From an optimization exercise on the open Yosys and OpenROAD flow, aimed at small area, a short achievable clock period and few clock cycles per item; shortcuts taken in it are not production practice.
The RTL was checked by simulation tests, not by an equivalence proof against the original design.

**design.v**
```verilog
package kst_pkg;
  localparam int MAX_KEEP_DEF = 64;
  localparam int       ADDR_W         = 3;
  localparam int       KEEP_W         = 7;
  localparam bit [0:0] REG_KEEP_COUNT = 1'b0;
  localparam logic [KEEP_W-1:0] KEEP_RESET = 7'd8;
  typedef enum logic [2:0] {
    S_IDLE,
    S_START,
    S_UP,
    S_DN_L,
    S_DN_C,
    S_FIN,
    S_OUT
  } state_t;
  typedef enum logic [3:0] {
    OP_NONE,
    OP_LOAD,
    OP_APPEND,
    OP_DN_START,
    OP_UP_STEP,
    OP_DN_LEFT,
    OP_DN_STEP,
    OP_WR_FIN,
    OP_PUSH
  } op_t;
  typedef struct packed {
    logic app;            
    logic repl;           
    logic app_root;       
    logic first_leaf;     
    logic up_move;        
    logic up_top;         
    logic dn_move;        
    logic dn_next_leaf;   
    logic out_free;       
  } stat_t;
endpackage
module kst_ram #(
  parameter int WIDTH = 32,
  parameter int DEPTH = 64,
  localparam int AW = (DEPTH > 1) ? $clog2(DEPTH) : 1
) (
  input  logic             clk,
  input  logic             we,
  input  logic [AW-1:0]    waddr,
  input  logic [WIDTH-1:0] wdata,
  input  logic [AW-1:0]    raddr,
  output logic [WIDTH-1:0] rdata
);
  logic [WIDTH-1:0] mem [DEPTH];
  always_ff @(posedge clk) begin
    if (we) begin
      mem[waddr] <= wdata;
    end
    rdata <= mem[raddr];
  end
endmodule
module kst_ctrl (
  input  logic           clk,
  input  logic           rst,
  input  logic           in_valid,
  output logic           in_ready,
  input  kst_pkg::stat_t st,
  output kst_pkg::op_t   op
);
  kst_pkg::state_t state, state_next;
  always_ff @(posedge clk) begin
    if (rst) begin
      state <= kst_pkg::S_IDLE;
    end else begin
      state <= state_next;
    end
  end
  always_comb begin
    state_next = state;
    unique case (state)
      kst_pkg::S_IDLE: begin
        if (in_valid) state_next = kst_pkg::S_START;
      end
      kst_pkg::S_START: begin
        priority if (st.app) begin
          state_next = st.app_root ? kst_pkg::S_OUT : kst_pkg::S_UP;
        end else if (st.repl) begin
          state_next = st.first_leaf ? kst_pkg::S_OUT : kst_pkg::S_DN_L;
        end else begin
          state_next = kst_pkg::S_OUT;
        end
      end
      kst_pkg::S_UP: begin
        if (!st.up_move) state_next = kst_pkg::S_OUT;
        else if (st.up_top) state_next = kst_pkg::S_FIN;
      end
      kst_pkg::S_DN_L: state_next = kst_pkg::S_DN_C;
      kst_pkg::S_DN_C: begin
        priority if (!st.dn_move) state_next = kst_pkg::S_OUT;
        else if (st.dn_next_leaf) state_next = kst_pkg::S_FIN;
        else state_next = kst_pkg::S_DN_L;
      end
      kst_pkg::S_FIN: state_next = kst_pkg::S_OUT;
      kst_pkg::S_OUT: begin
        if (st.out_free) state_next = kst_pkg::S_IDLE;
      end
      default: state_next = kst_pkg::S_IDLE;
    endcase
  end
  always_comb begin
    op       = kst_pkg::OP_NONE;
    in_ready = 1'b0;
    unique case (state)
      kst_pkg::S_IDLE: begin
        in_ready = 1'b1;
        if (in_valid) op = kst_pkg::OP_LOAD;
      end
      kst_pkg::S_START: begin
        priority if (st.app) op = kst_pkg::OP_APPEND;
        else if (st.repl) op = kst_pkg::OP_DN_START;
        else op = kst_pkg::OP_NONE;
      end
      kst_pkg::S_UP:   op = kst_pkg::OP_UP_STEP;
      kst_pkg::S_DN_L: op = kst_pkg::OP_DN_LEFT;
      kst_pkg::S_DN_C: op = kst_pkg::OP_DN_STEP;
      kst_pkg::S_FIN:  op = kst_pkg::OP_WR_FIN;
      kst_pkg::S_OUT: begin
        if (st.out_free) op = kst_pkg::OP_PUSH;
      end
      default: op = kst_pkg::OP_NONE;
    endcase
  end
endmodule
module kst_dpath #(
  parameter int MAX_KEEP = kst_pkg::MAX_KEEP_DEF
) (
  input  logic                       clk,
  input  logic                       rst,
  input  kst_pkg::op_t               op,
  output kst_pkg::stat_t             st,
  input  logic [kst_pkg::KEEP_W-1:0] keep_count,
  input  logic signed [31:0]         score,
  output logic                       out_valid,
  input  logic                       out_ready,
  output logic signed [31:0]         kth_value,
  output logic                       filled
);
  localparam int AW = (MAX_KEEP > 1) ? $clog2(MAX_KEEP) : 1;
  localparam int CW = $clog2(MAX_KEEP + 1);
  localparam int EW = CW + 1;
  localparam int KW = (CW > kst_pkg::KEEP_W) ? CW : kst_pkg::KEEP_W;
  logic [CW-1:0]      cnt;
  logic [AW-1:0]      pos;
  logic signed [31:0] xval;
  logic signed [31:0] lval;
  logic signed [31:0] root;
  logic               ram_we;
  logic [AW-1:0]      ram_waddr;
  logic signed [31:0] ram_wdata;
  logic [AW-1:0]      ram_raddr;
  logic signed [31:0] rdata;
  logic [KW-1:0] k_ext, k_lim, cnt_k;
  always_comb begin
    k_ext = KW'(keep_count);
    cnt_k = KW'(cnt);
    if (k_ext == '0) k_lim = KW'(1);
    else if (k_ext > KW'(MAX_KEEP)) k_lim = KW'(MAX_KEEP);
    else k_lim = k_ext;
  end
  logic [EW-1:0] pos_e, cnt_e, lft_e, rgt_e, best_e, nl_e;
  logic [CW-1:0] cnt_m1;
  logic [AW-1:0] par, par2, par_cnt, pos_m1, par_m1;
  always_comb begin
    pos_e   = EW'(pos);
    cnt_e   = EW'(cnt);
    lft_e   = (pos_e << 1) + EW'(1);
    rgt_e   = lft_e + EW'(1);
    cnt_m1  = cnt - CW'(1);
    par_cnt = AW'(cnt_m1 >> 1);
    pos_m1  = pos - AW'(1);
    par     = pos_m1 >> 1;
    par_m1  = par - AW'(1);
    par2    = par_m1 >> 1;
  end
  logic               l_lt, r_ok, r_lt;
  logic signed [31:0] cand, best_val;
  always_comb begin
    l_lt     = (lft_e < cnt_e) && (lval < xval);
    r_ok     = rgt_e < cnt_e;
    cand     = l_lt ? lval : xval;
    r_lt     = r_ok && (rdata < cand);
    best_val = r_lt ? rdata : lval;
    best_e   = r_lt ? rgt_e : lft_e;
    nl_e     = (best_e << 1) + EW'(1);
  end
  always_comb begin
    st.app          = cnt_k < k_lim;
    st.repl         = root < xval;
    st.app_root     = cnt == '0;
    st.first_leaf   = cnt_e <= EW'(1);
    st.up_move      = xval < rdata;
    st.up_top       = par == '0;
    st.dn_move      = l_lt || r_lt;
    st.dn_next_leaf = nl_e >= cnt_e;
    st.out_free     = !out_valid || out_ready;
  end
  always_comb begin
    ram_we    = 1'b0;
    ram_waddr = pos;
    ram_wdata = xval;
    ram_raddr = pos;
    unique case (op)
      kst_pkg::OP_APPEND: begin
        if (cnt == '0) begin
          ram_we    = 1'b1;
          ram_waddr = '0;
        end else begin
          ram_raddr = par_cnt;
        end
      end
      kst_pkg::OP_DN_START: begin
        if (st.first_leaf) begin
          ram_we    = 1'b1;
          ram_waddr = '0;
        end else begin
          ram_raddr = AW'(1);
        end
      end
      kst_pkg::OP_UP_STEP: begin
        ram_we = 1'b1;
        if (st.up_move) begin
          ram_wdata = rdata;
          ram_raddr = par2;
        end
      end
      kst_pkg::OP_DN_LEFT: ram_raddr = AW'(rgt_e);
      kst_pkg::OP_DN_STEP: begin
        ram_we    = 1'b1;
        ram_wdata = st.dn_move ? best_val : xval;
        ram_raddr = AW'(nl_e);
      end
      kst_pkg::OP_WR_FIN: ram_we = 1'b1;
      default: ;
    endcase
  end
  kst_ram #(
    .WIDTH (32),
    .DEPTH (MAX_KEEP)
  ) u_heap (
    .clk   (clk),
    .we    (ram_we),
    .waddr (ram_waddr),
    .wdata (ram_wdata),
    .raddr (ram_raddr),
    .rdata (rdata)
  );
  always_ff @(posedge clk) begin
    unique case (op)
      kst_pkg::OP_LOAD:     xval <= score;
      kst_pkg::OP_APPEND:   pos  <= AW'(cnt);
      kst_pkg::OP_DN_START: pos  <= '0;
      kst_pkg::OP_UP_STEP:  if (st.up_move) pos <= par;
      kst_pkg::OP_DN_LEFT:  lval <= rdata;
      kst_pkg::OP_DN_STEP:  if (st.dn_move) pos <= AW'(best_e);
      default: ;
    endcase
    if (ram_we && ram_waddr == '0) begin
      root <= ram_wdata;
    end
    if (op == kst_pkg::OP_PUSH) begin
      kth_value <= root;
      filled    <= !st.app;
    end
  end
  always_ff @(posedge clk) begin
    if (rst) begin
      cnt       <= '0;
      out_valid <= 1'b0;
    end else begin
      if (op == kst_pkg::OP_APPEND) begin
        cnt <= cnt + CW'(1);
      end
      if (op == kst_pkg::OP_PUSH) begin
        out_valid <= 1'b1;
      end else if (out_ready) begin
        out_valid <= 1'b0;
      end
    end
  end
endmodule
module kth_largest_stream_tracker_unit #(
  parameter int MAX_KEEP = kst_pkg::MAX_KEEP_DEF
) (
  input  logic                       clk,
  input  logic                       rst,
  input  logic                       psel,
  input  logic                       penable,
  input  logic                       pwrite,
  input  logic [kst_pkg::ADDR_W-1:0] paddr,
  input  logic [31:0]                pwdata,
  output logic [31:0]                prdata,
  output logic                       pready,
  input  logic                       score_valid,
  output logic                       score_ready,
  input  logic signed [31:0]         score,
  output logic                       result_valid,
  input  logic                       result_ready,
  output logic signed [31:0]         kth_value,
  output logic                       filled
);
  logic [kst_pkg::KEEP_W-1:0] keep_count;
  logic                       cfg_wr;
  kst_pkg::stat_t             st;
  kst_pkg::op_t               op;
  assign pready = 1'b1;
  assign cfg_wr = psel && penable && pwrite && pready &&
                  (paddr[2] == kst_pkg::REG_KEEP_COUNT);
  always_ff @(posedge clk) begin
    if (rst) begin
      keep_count <= kst_pkg::KEEP_RESET;
    end else if (cfg_wr) begin
      keep_count <= pwdata[kst_pkg::KEEP_W-1:0];
    end
  end
  always_comb begin
    prdata = '0;
    if (paddr[2] == kst_pkg::REG_KEEP_COUNT) begin
      prdata = 32'(keep_count);
    end
  end
  kst_ctrl u_ctrl (
    .clk      (clk),
    .rst      (rst),
    .in_valid (score_valid),
    .in_ready (score_ready),
    .st       (st),
    .op       (op)
  );
  kst_dpath #(
    .MAX_KEEP (MAX_KEEP)
  ) u_dpath (
    .clk        (clk),
    .rst        (rst),
    .op         (op),
    .st         (st),
    .keep_count (keep_count),
    .score      (score),
    .out_valid  (result_valid),
    .out_ready  (result_ready),
    .kth_value  (kth_value),
    .filled     (filled)
  );
endmodule
```
**run.sh**
```bash
#!/bin/bash
# synth_recipe.tcl (not shown) runs the flow's synth.tcl, then flattens the netlist and writes it again
# the make line also repeats each setting of config.mk as NAME=value (left out here)
make -C /OpenROAD-flow-scripts/flow DESIGN_CONFIG=/design/flow/config.mk WORK_HOME=/design/flow/orfs CLKGATE_MAP_FILE= SYNTH_SCRIPT=/design/flow/synth_recipe.tcl finish
```
**config.mk**
```make
export PLATFORM = sky130hd
export DESIGN_NAME = kth_largest_stream_tracker_unit
export DESIGN_NICKNAME = kth_largest_stream_tracker_unit
export VERILOG_FILES = /design/flow/design.v
export SDC_FILE = /design/flow/constraint.sdc
export NUM_CORES = 4
export LEC_CHECK = 0
export CAP_MARGIN = 20
export CORE_MARGIN = 2
export CORE_UTILIZATION = 40
export PLACE_DENSITY = 0.6
export SLEW_MARGIN = 20
```
**constraint.sdc**
```tcl
create_clock -name core_clock -period 9.0 [get_ports {clk}]
set_input_delay 1.8000 -clock core_clock [delete_from_list [all_inputs] [get_ports {clk}]]
set_output_delay 1.8000 -clock core_clock [all_outputs]
set_load 0.01 [all_outputs]
```
==> flow_summary.ini <==
[yosys]
ys_seq_area_frac = 0.734
yosys.area.top_type = edfxtp_1
netlist_instances = 6377
synth_top_area_frac = 0.723
synth_async_sr_flop_share = 0
ys_top_cells_by_count = edfxtp_1, nand2_1, a21oi_1, a22oi_1, nand3_1
synthTopCellsByArea = edfxtp_1, nand2_1, a22oi_1
ys.flop_type = edfxtp_1
ys_warn_count = 4
synth_most_common_cell = edfxtp_1
ys_ff_latch = 2233
netlist_area_um2 = 90600
synth_edf_count = 2183
ys_types = 76
syn_avg_cell_area_um2 = 14.2

[clock_tree]
cts_tree = built
clockRootBuffer = clkbuf_16
clkLatencyLatePin_ns = 0.88
clock_path_buffers = 3
numCtsBuffers = 224
cts-htree-levels = 4
cts_setup_buffers = 0
cts_resized = 0
cts_hold_buf = 0
clock-sinks = 2233
cts.clk_slew.worst_paths_ns = 0.06

[setup_path]
worstReg2RegEnd = u_dpath.u_heap.rdata[23]
cpPeakStageDelay_ns = 0.58
cp-end-kind = register
critPathKind = register to register
cpMaxStageDelayCell = nor2_4
required_ns = 9.81
worstPathArrival_ns = 9.03
cp_max_fo = 37
worstRegToRegCells = 25
r2r_start = u_dpath.xval[31]
r2r_slack_ns = 0.78
startpoint_type = register

[finish]
synthToLayoutAreaGrowth_pct = 15.3
nFillCells = 19425
layout-drive-gt1-share = 0.120
instances_no_fill = 9780
num-nets-final = 6819

[drt]
drtIter0Drc = 7337
vias = 57033
drc = 0
wl_um = 261000
ant_nets = 0
vias_per_cell = 5.83
first_pass_iters = 6
wl_per_cell_um = 26.7

[timing]
tightest_slew_ns = 1.12
fmax_ghz = 0.122
fin_skew_ns = 0.0574
setup_viol = 0
finalHoldViolCount = 0
setup_tns_ns = 0
min_period_ns = 8.22
fin_crit_sh = 0.913
rsz0062_at_grt = no
slew_headroom = 0.254
slew_violations = 0

[run]
cap_violations = 0

[worst_hold_path]
min_to = u_dpath.kth_value[22]
hold_path.class = register to register
hold_path_startpoint = u_dpath.root[22]
min_path_cells = 0

[run_status]
status = finished clean

[global_route]
overflow = 0
track_usage = 0.221
grt_max_degree = 139
grt_antenna_before_repair = 10
grt_pass1_vias = 54389
grt_pass1_wl_um = 376000

[die]
fp-row-count = 174
ios = 142
start_util = 0.403
core_um2 = 225000
die_h_um = 480
dieWidth_um = 480
die_area_um2 = 230000

[placed_design]
dp.cells = 9355
gp_congestion = 0.874
post-dp-hpwl_um = 151000
portBuffers = 88
## layout make-up
| type | count | area (um^2) | share of cell area |
|---|---|---|---|
| clock inverter | 112 | 1290 | 0.0124 |
| sequential | 2233 | 66600 | 0.637 |
| clock buffer | 306 | 6120 | 0.0585 |
| multi-input combinational | 3656 | 22600 | 0.217 |
| antenna | 6 | 15.0 | 0.000144 |
| inverter | 84 | 315 | 0.00302 |
| timing repair buffer | 391 | 3830 | 0.0367 |
| tap | 2992 | 3740 | 0.0358 |
## cell families after synthesis
group,Yosys count,share of synthesized area
AO/OA/AOI/OAI,1413,0.104
flip-flops,2233,0.734
adder cells (fa/ha/maj),155,0.0214
other,2,0.0000829
AND/OR/NAND/NOR,1869,0.0863
multiplexers,169,0.0275
buffers and inverters,512,0.0236
XOR/XNOR,24,0.00232
## worst max-delay path, delay by kind of cell (launching register included)
kind	cells	cell delay, ns
simple gates	10	2.92
compound gates	8	2.41
buf+inv	4	1.11
fa+ha+maj	2	0.68
flops	1	0.49
mux	1	0.44
## layer usage
metal	global-route usage	part of all wire	up-vias	wire (um)
met4	0.0726	0.031	0	8090
met1	0.314	0.42	29185	109000
met3	0.0410	0.091	410	23700
met2	0.344	0.46	2613	120000
met5	0	0	-	0
li1	-	-	24825	-
## stage by stage
step,setup WS [ns],hold WS [ns],utilization,cell area [um^2]
after floorplan,1.47,0.417,-,90700
after global placement,0.895,0.454,0.431,97000
after detailed placement,0.875,0.451,0.431,97100
after CTS,0.831,0.458,0.464,104000
after global routing,0.388,0.472,0.464,104000
final,0.779,0.447,0.464,105000
## worst max path at each step
stage                                start                  endpoint  slack (ns)  cells after the start
final                     u_dpath.xval[31]  u_dpath.u_heap.rdata[23]        0.78                     25
after global routing      u_dpath.xval[31]   u_dpath.u_heap.rdata[2]        0.39                     27
after CTS                 u_dpath.xval[31]  u_dpath.u_heap.rdata[31]        0.83                     26
after detailed placement  u_dpath.xval[31]   u_dpath.u_heap.rdata[4]        0.87                     26
after global placement    u_dpath.xval[31]   u_dpath.u_heap.rdata[4]        0.89                     26
after floorplan           u_dpath.xval[31]           u_dpath.root[0]        1.47                     23
## placed cells by master, fill, tap and decap left out, types with 38 or more instances in the layout
master / instances
a21oi_1: 613
a221o_1: 72
a22oi_1: 419
a31oi_1: 38
buf_12: 52
buf_4: 248
clkbuf_1: 65
clkbuf_16: 227
clkdlybuf4s50_1: 88
dfxtp_1: 50
edfxtp_1: 2183
ha_1: 155
inv_1: 83
mux2i_1: 105
mux4_2: 64
nand2_1: 1188
nand3_1: 412
nor2_1: 93
nor2_4: 70
o21ai_0: 40
## state kept, by name, summed over array words and instances, names as in the netlist, 7 cells and up
signal / cells
u_dpath.u_heap.mem: 2048
u_dpath.kth_value: 32
u_dpath.lval: 32
u_dpath.root: 32
u_dpath.u_heap.rdata: 32
u_dpath.xval: 32
keep_count: 7
u_dpath.cnt: 7
Testbench counts, summed over its fixed seeds: cycles 13,684, items 3,200.

## what the ideal ports hide
Ports are ideal in the flow. The routed layout listed here was re-timed in OpenROAD.
Step 1 sets driving cells, clkbuf_16 on the clock port and buf_2 on the other inputs (assumed; they add their load-dependent delay and slew).
Step 2 moves the port delays by t, midway between the first and last clock arrival at a register: inputs arrive t later, outputs are due t later. That takes back most of the time a late clock gives input paths.
a / b / c = no drivers / after step 1 / after step 2; a / b = the first two.
t (ns): 0.938
setup WS [ns]: 0.779 / 0.779 / 0.779
worst hold slack (ns): 0.447 / 0.447 / 0.447
worst slew at a driven data input, ns: 0.06
After both steps this run still meets setup and hold. The setup slack of this run moves by 0.000 ns with the drivers and by 0.000 ns with both steps.
